This design comes from an exercise in tuning for small area, a short achievable clock period and few clock cycles on the open sky130 flow, not from production work.
Function was checked by simulation only, so behaviour that the tests miss may differ from the original.
Power and IR drop assume default switching activity.

==> flow/design.v (excerpt) <==
module table_linear_interpolator_core (
  input  logic                                clk_i,
  input  logic                                rst_ni,
  input  logic                                start,
  output logic                                busy,
  input  logic                                func_i,
  input  logic [tbli_pkg::IDX_W-1:0]          point_index_i,
  input  logic signed [tbli_pkg::DATA_W-1:0]  point_x_i,
  input  logic signed [tbli_pkg::DATA_W-1:0]  point_y_i,
  input  logic signed [tbli_pkg::DATA_W-1:0]  query_x_i,
  output logic                                done_o,
  output logic signed [tbli_pkg::DATA_W-1:0]  result_y_o,
  output logic [1:0]                          status_o
);
For scale: ~6,700 cells after synthesis, about 76 I/O pins, ~79,000 sq um of cells after synthesis.
==> flow/config.mk <==
export PLATFORM = sky130hd
export DESIGN_NAME = table_linear_interpolator_core
export DESIGN_NICKNAME = table_linear_interpolator_core
export VERILOG_FILES = /design/flow/design.v
export SDC_FILE = /design/flow/constraint.sdc
export NUM_CORES = 4
export LEC_CHECK = 0
export CAP_MARGIN = 40
export CORE_MARGIN = 2
export CORE_UTILIZATION = 55
export CTS_BUF_LIST = sky130_fd_sc_hd__clkbuf_16
export CTS_CLUSTER_DIAMETER = 110
export CTS_CLUSTER_SIZE = 22
export PLACE_DENSITY = 0.65
export SLEW_MARGIN = 70
==> flow/constraint.sdc <==
create_clock -name core_clock -period 10.0 [get_ports {clk_i}]
set_input_delay 2.0000 -clock core_clock [delete_from_list [all_inputs] [get_ports {clk_i}]]
set_output_delay 2.0000 -clock core_clock [all_outputs]
set_load 0.01 [all_outputs]
standard.sh (not shown) runs the stock make flow with config.mk's settings and CLKGATE_MAP_FILE= SYNTH_SCRIPT=/design/flow/synth_recipe.tcl, a recipe that flattens the netlist after the stock synthesis.
==> flow/flow/run.sh <==
#!/bin/bash
# The standard layout, with the port buffers made of buf_4 cells instead of the
# cell buffer_ports picks by default (a slow delay buffer). Every port still gets
# its buffer. The whole make run's output goes to standard.log here.
set -euo pipefail
export BUFFER_PORTS_ARGS="-buffer_cell sky130_fd_sc_hd__buf_4"
bash standard.sh > standard.log 2>&1
The starting point passed the timing, DRC and antenna checks.
Testbench counts at the start, summed over its fixed seeds: cycles 1,911.
Next try:
==> flow/run.sh (new file) <==
#!/bin/bash
# synth_recipe.tcl (not shown) runs the flow's synth.tcl, then flattens the netlist and writes it again
# the make line also repeats each setting of config.mk as NAME=value (left out here)
make -C /OpenROAD-flow-scripts/flow DESIGN_CONFIG=/design/flow/config.mk WORK_HOME=/design/flow/orfs CLKGATE_MAP_FILE= SYNTH_SCRIPT=/design/flow/synth_recipe.tcl finish
Settings changed: CAP_MARGIN 40 to 20, CORE_UTILIZATION 55 to 65, CTS_CLUSTER_DIAMETER 110 to 115, CTS_CLUSTER_SIZE 22 to 26, PLACE_DENSITY 0.65 to 0.72, SLEW_MARGIN 70 to 20.
removed: flow/flow/run.sh
removed: flow/standard.sh
After rerunning: The changed run ran to the end with no violations. Setup slack degrades by 0.031 ns. Non-clock buffer count goes down by 55. Power came out lower by a few percent.
Next try:
Settings changed: CORE_UTILIZATION 65 to 55, CTS_CLUSTER_DIAMETER 115 to 110, CTS_CLUSTER_SIZE 26 to 22, PLACE_DENSITY 0.72 to 0.65.
Outcome:
- The changed run completed with no timing, DRC or antenna violations
- setup slack degrades by 0.059 ns
- die area came out higher by 18%
- final area came out higher by 1.1%

---

Starting RTL as in the previous note.
clock: 10.0 ns
lec_check: 0
cap_margin: 40
core_margin: 2
core_utilization: 55
cts_buf_list: sky130_fd_sc_hd__clkbuf_16
cts_cluster_diameter: 110
cts_cluster_size: 22
place_density: 0.65
slew_margin: 70
run.sh (not shown) runs the stock make flow with config.mk's settings and CLKGATE_MAP_FILE= SYNTH_SCRIPT=/design/flow/synth_recipe.tcl, a recipe that flattens the netlist after the stock synthesis.
Stock flow here: none of the scripts above is used.
Testbench counts at the start, summed over its fixed seeds: cycles 1,911.
Next try:
Settings changed: CAP_MARGIN 40 to 20, CORE_UTILIZATION 55 to 65, CTS_CLUSTER_SIZE 22 to 24, PLACE_DENSITY 0.65 to 0.72, SLEW_MARGIN 70 to 20.
Result: The new run finished clean; wire length goes down by 2.9%; first-iteration DRC count rose by 18%; worst setup slack improves by 0.17 ns; critical path depth is lower by 2; design area came out lower by 2.8%; hold slack improved by 0.0083 ns; global-route usage increases by 3.7 points.

---

Another version of the RTL of table_linear_interpolator_core (not shown whole).
For scale: roughly 1900 flip-flops.
Settings: LEC_CHECK=0, CAP_MARGIN=40, CORE_MARGIN=2, CORE_UTILIZATION=55, CTS_BUF_LIST=sky130_fd_sc_hd__clkbuf_8, CTS_CLUSTER_SIZE=20, PLACE_DENSITY=0.65, SLEW_MARGIN=70; clock period 10.0 ns.
Testbench counts at the start, summed over its fixed seeds: cycles 1,911.
==> next run, changes <==
CAP_MARGIN = 20   (was 40)
CTS_BUF_LIST = sky130_fd_sc_hd__clkbuf_16   (was sky130_fd_sc_hd__clkbuf_8)
CTS_CLUSTER_DIAMETER = 110   (was unset)
CTS_CLUSTER_SIZE = 22   (was 20)
SLEW_MARGIN = 20   (was 70)
Result: Core utilization fell by 3.6 points. Cell count goes down by 5.1%. Combinational power drops by about 2%. Hold slack gains 0.041 ns. Clock skew shrinks by 0.042 ns. Non-clock buffer count is lower by 50. Critical path depth climbs by 11. Global-route usage came out lower by 0.80 points. Worst setup slack improved by 0.10 ns. Power went down by 8.6%. Final area drops by 5.6%.

---

Setup of rev 12:
table_linear_interpolator_core again, from the RTL that the note above started with.
Design table_linear_interpolator_core, start of the top module:
module table_linear_interpolator_core (
  input  logic                                clk_i,
  input  logic                                rst_ni,
  input  logic                                start,
  output logic                                busy,
  input  logic                                func_i,
  input  logic [tbli_pkg::IDX_W-1:0]          point_index_i,
  input  logic signed [tbli_pkg::DATA_W-1:0]  point_x_i,
  input  logic signed [tbli_pkg::DATA_W-1:0]  point_y_i,
  input  logic signed [tbli_pkg::DATA_W-1:0]  query_x_i,
  output logic                                done_o,
  output logic signed [tbli_pkg::DATA_W-1:0]  result_y_o,
  output logic [1:0]                          status_o
);
  localparam int unsigned POINTS = tbli_pkg::POINTS;
  localparam int unsigned DATA_W = tbli_pkg::DATA_W;
  localparam int unsigned IDX_W  = tbli_pkg::IDX_W;
  ...
Settings: LEC_CHECK=0, CAP_MARGIN=20, CORE_MARGIN=2, CORE_UTILIZATION=55, CTS_BUF_LIST=sky130_fd_sc_hd__clkbuf_8, CTS_CLUSTER_SIZE=20, PLACE_DENSITY=0.65, SLEW_MARGIN=20; clock period 10.0 ns.
Rev 12: done, clean on timing, DRC and antenna
Testbench counts of rev 12, summed over its fixed seeds: cycles 1,911.
--- input diff rev 12..rev 13 ---
==> flow/flow/run.sh (new file) <==
#!/bin/bash
# The standard layout, with the port buffers made of buf_4 cells instead of the
# cell buffer_ports picks by default (a slow delay buffer). Every port still gets
# its buffer. The whole make run's output goes to standard.log here.
set -euo pipefail
export BUFFER_PORTS_ARGS="-buffer_cell sky130_fd_sc_hd__buf_4"
bash standard.sh > standard.log 2>&1
==> flow/standard.sh (new file) <==
#!/bin/bash
# synth_recipe.tcl (not shown) runs the flow's synth.tcl, then flattens the netlist and writes it again
# the make line also repeats each setting of config.mk as NAME=value (left out here)
make -C /OpenROAD-flow-scripts/flow DESIGN_CONFIG=/design/flow/config.mk WORK_HOME=/design/flow/orfs CLKGATE_MAP_FILE= SYNTH_SCRIPT=/design/flow/synth_recipe.tcl "${@:-finish}"
removed: flow/run.sh
Results
Looking at the reports, rev 13 completed the entire flow and the layout it produced met the timing, DRC and antenna checks.
Changes observed in rev 13 relative to rev 12: total length of routed wires was more or less identical; total power went up 1.1%; final standard cell count with taps included and fillers excluded level.

-- separate check: timing with driven ports --
Ports are ideal in the flow. The routed layouts listed here were re-timed in OpenROAD.
Step 1 (the two cells are an assumption about what drives the block):
set clk [get_ports {clk_i}]
set_driving_cell -lib_cell sky130_fd_sc_hd__clkbuf_16 $clk
set_driving_cell -lib_cell sky130_fd_sc_hd__buf_2 [delete_from_list [all_inputs] $clk]
Step 2 moves the port delays by t, midway between the first and last clock arrival at a register: inputs arrive t later, outputs are due t later. That takes back most of the time a late clock gives input paths.
a / b / c = no drivers / after step 1 / after step 2; a / b = the first two.
| run | t (ns) | setup WS [ns] | worst setup path at the end | latest minus earliest clock arrival (ns) | worst data-port slew with drivers (ns) |
|---|---|---|---|---|---|
| the first run of note 1 | 0.823 | 6.080 / 6.080 / 6.080 | register to register | 0.057 / 0.056 | 0.05 |
| the second run of note 1 | 0.782 | 6.049 / 6.049 / 6.049 | register to register | 0.036 / 0.036 | 0.06 |
| the third run of note 1 | 0.831 | 5.990 / 5.990 / 5.990 | register to register | 0.040 / 0.040 | 0.05 |
| the first run of note 2 | 0.816 | 5.942 / 5.942 / 5.942 | register to register | 0.051 / 0.051 | 0.04 |
| the second run of note 2 | 0.818 | 6.108 / 6.108 / 6.108 | register to register | 0.051 / 0.051 | 0.07 |
| the first run of note 3 | 1.044 | 5.961 / 5.883 / 6.043 | register to register | 0.093 / 0.093 | 0.06 |
| the second run of note 3 | 0.815 | 6.063 / 6.063 / 6.063 | register to register | 0.052 / 0.052 | 0.06 |
| rev 12 | 1.029 | 5.939 / 5.864 / 6.059 | register to register | 0.089 / 0.090 | 0.06 |
| rev 13 | 1.030 | 6.082 / 6.082 / 6.082 | register to register | 0.085 / 0.085 | 0.06 |
After both steps every run listed still meets setup and hold.
